This is an optimization exercise on Yosys and OpenROAD, whose aim is small area, a short achievable clock period and few clock cycles per item, not a production implementation. Only simulation tests tie the RTL to the original design; equivalence was not proved. Power is estimated from default activity; no workload was simulated.

Setup of before:
Design block_peak_normaliser, start of the top module:
module block_peak_normaliser #(
    parameter int BLOCK_DEPTH = bpn_pkg::DEFAULT_BLOCK_DEPTH
) (
    input  wire logic                          i_clk,
    input  wire logic                          i_rst_n,
    input  wire logic                          i_in_valid,
    output logic                               o_in_ready,
    input  wire logic [bpn_pkg::SAMPLE_W-1:0]  i_in_sample,
    input  wire logic                          i_in_end_of_block,
    output logic                               o_out_valid,
    input  wire logic                          i_out_ready,
    output logic [bpn_pkg::SAMPLE_W-1:0]       o_out_norm_value,
    output logic                               o_out_last,
    output logic                               o_out_silent_block
);
==> flow/config.mk <==
export PLATFORM = sky130hd
export DESIGN_NAME = block_peak_normaliser
export DESIGN_NICKNAME = block_peak_normaliser
export VERILOG_FILES = /design/flow/design.v
export SDC_FILE = /design/flow/constraint.sdc
export NUM_CORES = 4
export LEC_CHECK = 0
export CAP_MARGIN = 20
export CORE_MARGIN = 2
export CORE_UTILIZATION = 40
export CTS_CLUSTER_DIAMETER = 100
export CTS_CLUSTER_SIZE = 28
export SLEW_MARGIN = 20
==> flow/constraint.sdc <==
create_clock -name core_clock -period 10.0 [get_ports {i_clk}]
set_input_delay 2.0000 -clock core_clock [delete_from_list [all_inputs] [get_ports {i_clk}]]
set_output_delay 2.0000 -clock core_clock [all_outputs]
set_load 0.01 [all_outputs]
standard.sh (not shown) runs the stock make flow with config.mk's settings and CLKGATE_MAP_FILE= SYNTH_SCRIPT=/design/flow/synth_recipe.tcl, a recipe that flattens the netlist after the stock synthesis.
==> flow/flow/run.sh <==
#!/bin/bash
set -euo pipefail
bash standard.sh SETUP_SLACK_MARGIN=6.75 place > flow_make_place.log 2>&1
openroad -no_init -exit flow/swap_ports.tcl > swap_ports.log 2>&1
bash standard.sh SETUP_SLACK_MARGIN=6.75 finish > flow_make.log 2>&1
==> flow/flow/swap_ports.tcl <==
# Swap the port buffers that buffer_ports placed (a slow delay-style buffer
# on sky130hd) for plain buf_4 cells, which are narrower, at the same spot.
set res orfs/results/sky130hd/block_peak_normaliser/base
read_db $res/3_place.odb
set db [ord::get_db]
set block [ord::get_db_block]
set m [$db findMaster sky130_fd_sc_hd__buf_4]
set n 0
foreach i [$block getInsts] {
  set name [$i getName]
  if {[regexp {^(input|output)[0-9]+$} $name]} {
    set old [[$i getMaster] getName]
    if {[string match "*clkdlybuf*" $old] || [string match "*dlygate*" $old]} {
      $i swapMaster $m
      incr n
      puts "swapped $name $old"
    }
  }
}
puts "swapped $n port buffers"
write_db $res/3_place.odb
The final layout from before, which completed every stage, passed the timing, design-rule and antenna checks at the end of the flow.
Testbench counts of before, summed over its fixed seeds: cycles 4,152, items 3,504.
Input changes introduced in after (baseline for comparison: before):
- ABC_AREA: unset -> 1
==> flow/flow/run.sh <==
#!/bin/bash
set -euo pipefail
bash standard.sh SETUP_SLACK_MARGIN=6.6 place > flow_make_place.log 2>&1
openroad -no_init -exit flow/swap_ports.tcl > swap_ports.log 2>&1
bash standard.sh SETUP_SLACK_MARGIN=6.6 finish > flow_make.log 2>&1
### Flow results
Sequential power essentially unchanged between after and before. Highest routed metal layer = met5: before; highest routed metal layer = met4: after. after vs. before: met3 wire length now larger; total number of multi-input combinational cells rose about 14%; register fraction of the total cell area comparable. [after vs before] initial core utilization: lower in after. For the basic-gate share of the synthesized area counting and, or, nand and nor cells, after came in 1.4 points higher than before did. Stage delay of the slowest cell on the critical path: after vs before up 0.04 ns. Comparing before and after, reported net switching power is lower on before. after reports a lower routing usage on met1 than before does.

block_peak_normaliser, a different RTL version from the one above (not shown whole).
For scale: about 2,200 flip-flops, ~41 I/O pins, roughly 62,000 um2 of cells after synthesis.
export LEC_CHECK = 0
export CAP_MARGIN = 20
export CORE_MARGIN = 2
export CORE_UTILIZATION = 40
export CTS_CLUSTER_DIAMETER = 100
export CTS_CLUSTER_SIZE = 28
export SLEW_MARGIN = 20
create_clock -name core_clock -period 10.0 [get_ports {i_clk}]
==> flow/flow/run.sh <==
#!/bin/bash
set -euo pipefail
bash standard.sh SETUP_SLACK_MARGIN=6.6 place > flow_make_place.log 2>&1
openroad -no_init -exit flow/swap_ports.tcl > swap_ports.log 2>&1
bash standard.sh SETUP_SLACK_MARGIN=6.6 finish > flow_make.log 2>&1
Scripts as last shown in full above: flow/flow/swap_ports.tcl
Testbench counts at the start, summed over its fixed seeds: cycles 4,152, items 3,504.
Edit:
==> flow/flow/run.sh (replaced) <==
#!/bin/bash
set -euo pipefail
bash standard.sh SETUP_SLACK_MARGIN=6.6 finish > flow_make.log 2>&1
removed: flow/flow/swap_ports.tcl
Result:
- cell area is about the same
- power hardly moves
- setup slack barely changes
- area after synthesis does not change
- wire length increases by 0.50%
- flip-flop and latch count stays the same
- final cell count is about the same
- sequential power is about the same
- via count stays flat
- global-route usage is about the same

red:
RTL: one of the versions met above, not the one the previous note started from.
For scale: ~4500 cells after synthesis, about 62000 sq um of cells after synthesis.
==> flow/config.mk <==
export PLATFORM = sky130hd
export DESIGN_NAME = block_peak_normaliser
export DESIGN_NICKNAME = block_peak_normaliser
export VERILOG_FILES = /design/flow/design.v
export SDC_FILE = /design/flow/constraint.sdc
export NUM_CORES = 4
export LEC_CHECK = 0
export CAP_MARGIN = 20
export CORE_MARGIN = 2
export CORE_UTILIZATION = 40
export CTS_CLUSTER_DIAMETER = 100
export CTS_CLUSTER_SIZE = 32
export SLEW_MARGIN = 20
==> flow/constraint.sdc <==
create_clock -name core_clock -period 10.0 [get_ports {i_clk}]
set_input_delay 2.0000 -clock core_clock [delete_from_list [all_inputs] [get_ports {i_clk}]]
set_output_delay 2.0000 -clock core_clock [all_outputs]
set_load 0.01 [all_outputs]
==> flow/flow/run.sh <==
#!/bin/bash
set -euo pipefail
bash standard.sh SETUP_SLACK_MARGIN=6.6 place > flow_make_place.log 2>&1
openroad -no_init -exit flow/swap_ports.tcl > swap_ports.log 2>&1
bash standard.sh SETUP_SLACK_MARGIN=6.6 finish > flow_make.log 2>&1
==> flow/flow/swap_ports.tcl <==
# Swap the port buffers that buffer_ports placed (a slow delay-style buffer
# on sky130hd) for plain buf_4 cells, which are narrower, at the same spot.
set res orfs/results/sky130hd/block_peak_normaliser/base
read_db $res/3_place.odb
set db [ord::get_db]
set block [ord::get_db_block]
set m [$db findMaster sky130_fd_sc_hd__buf_4]
set n 0
foreach i [$block getInsts] {
  set name [$i getName]
  if {[regexp {^(input|output)[0-9]+$} $name]} {
    set old [[$i getMaster] getName]
    if {[string match "*clkdlybuf*" $old] || [string match "*dlygate*" $old]} {
      $i swapMaster $m
      incr n
      puts "swapped $name $old"
    }
  }
}
puts "swapped $n port buffers"
write_db $res/3_place.odb
Testbench counts of red, summed over its fixed seeds: cycles 4,152, items 3,504.
What blue does differently from red at the input level:
- swapping 32 for 28 in CTS_CLUSTER_SIZE
blue drops more vias than red. blue vs red, routed wire length went up by about 0.6%. Wire length of the first global-routing pass up 0.75% in blue wrt red. Total area of multi-input combinational cells: blue vs red, no meaningful difference. Worst setup path endpoint = o_in_ready: blue; worst setup path endpoint = o_out_norm_value[12]: red. Looking at blue and red, the sequential share of layout area is a wash.

-- separate check: timing with driven ports --
In the flow no input, the clock included, has a driving cell. The finished layouts below were timed again as built, in two steps. Step 1, drivers: a clkbuf_16 drives i_clk and a buf_2 each remaining input, both assumed. Step 2, shift: input delay + t, output delay - t, t = (earliest + latest rising clock arrival at the registers) / 2. This alone moves slack from input paths to output paths. Slacks: no drivers / after step 1 / after step 2; pairs: no drivers / after step 1.
| run | t, ns | setup slack, ns | latest minus earliest clock arrival (ns) | worst data-port slew with drivers (ns) |
|---|---|---|---|---|
| before | 0.798 | 6.728 / 6.655 / 6.260 | 0.049 / 0.049 | 0.19 |
| after | 0.807 | 6.680 / 6.605 / 6.068 | 0.084 / 0.084 | 0.09 |
| the first run of note 2 | 0.775 | 6.658 / 6.587 / 5.960 | 0.082 / 0.082 | 0.07 |
| the second run of note 2 | 0.775 | 6.656 / 6.586 / 6.004 | 0.082 / 0.083 | 0.07 |
| red | 0.792 | 6.754 / 6.685 / 6.020 | 0.051 / 0.050 | 0.24 |
| blue | 0.796 | 6.681 / 6.608 / 6.075 | 0.055 / 0.055 | 0.24 |
After both steps every run listed still meets setup and hold. For red, which loses most, drivers alone change the setup slack by -0.069 ns; drivers and shift together by -0.734 ns.
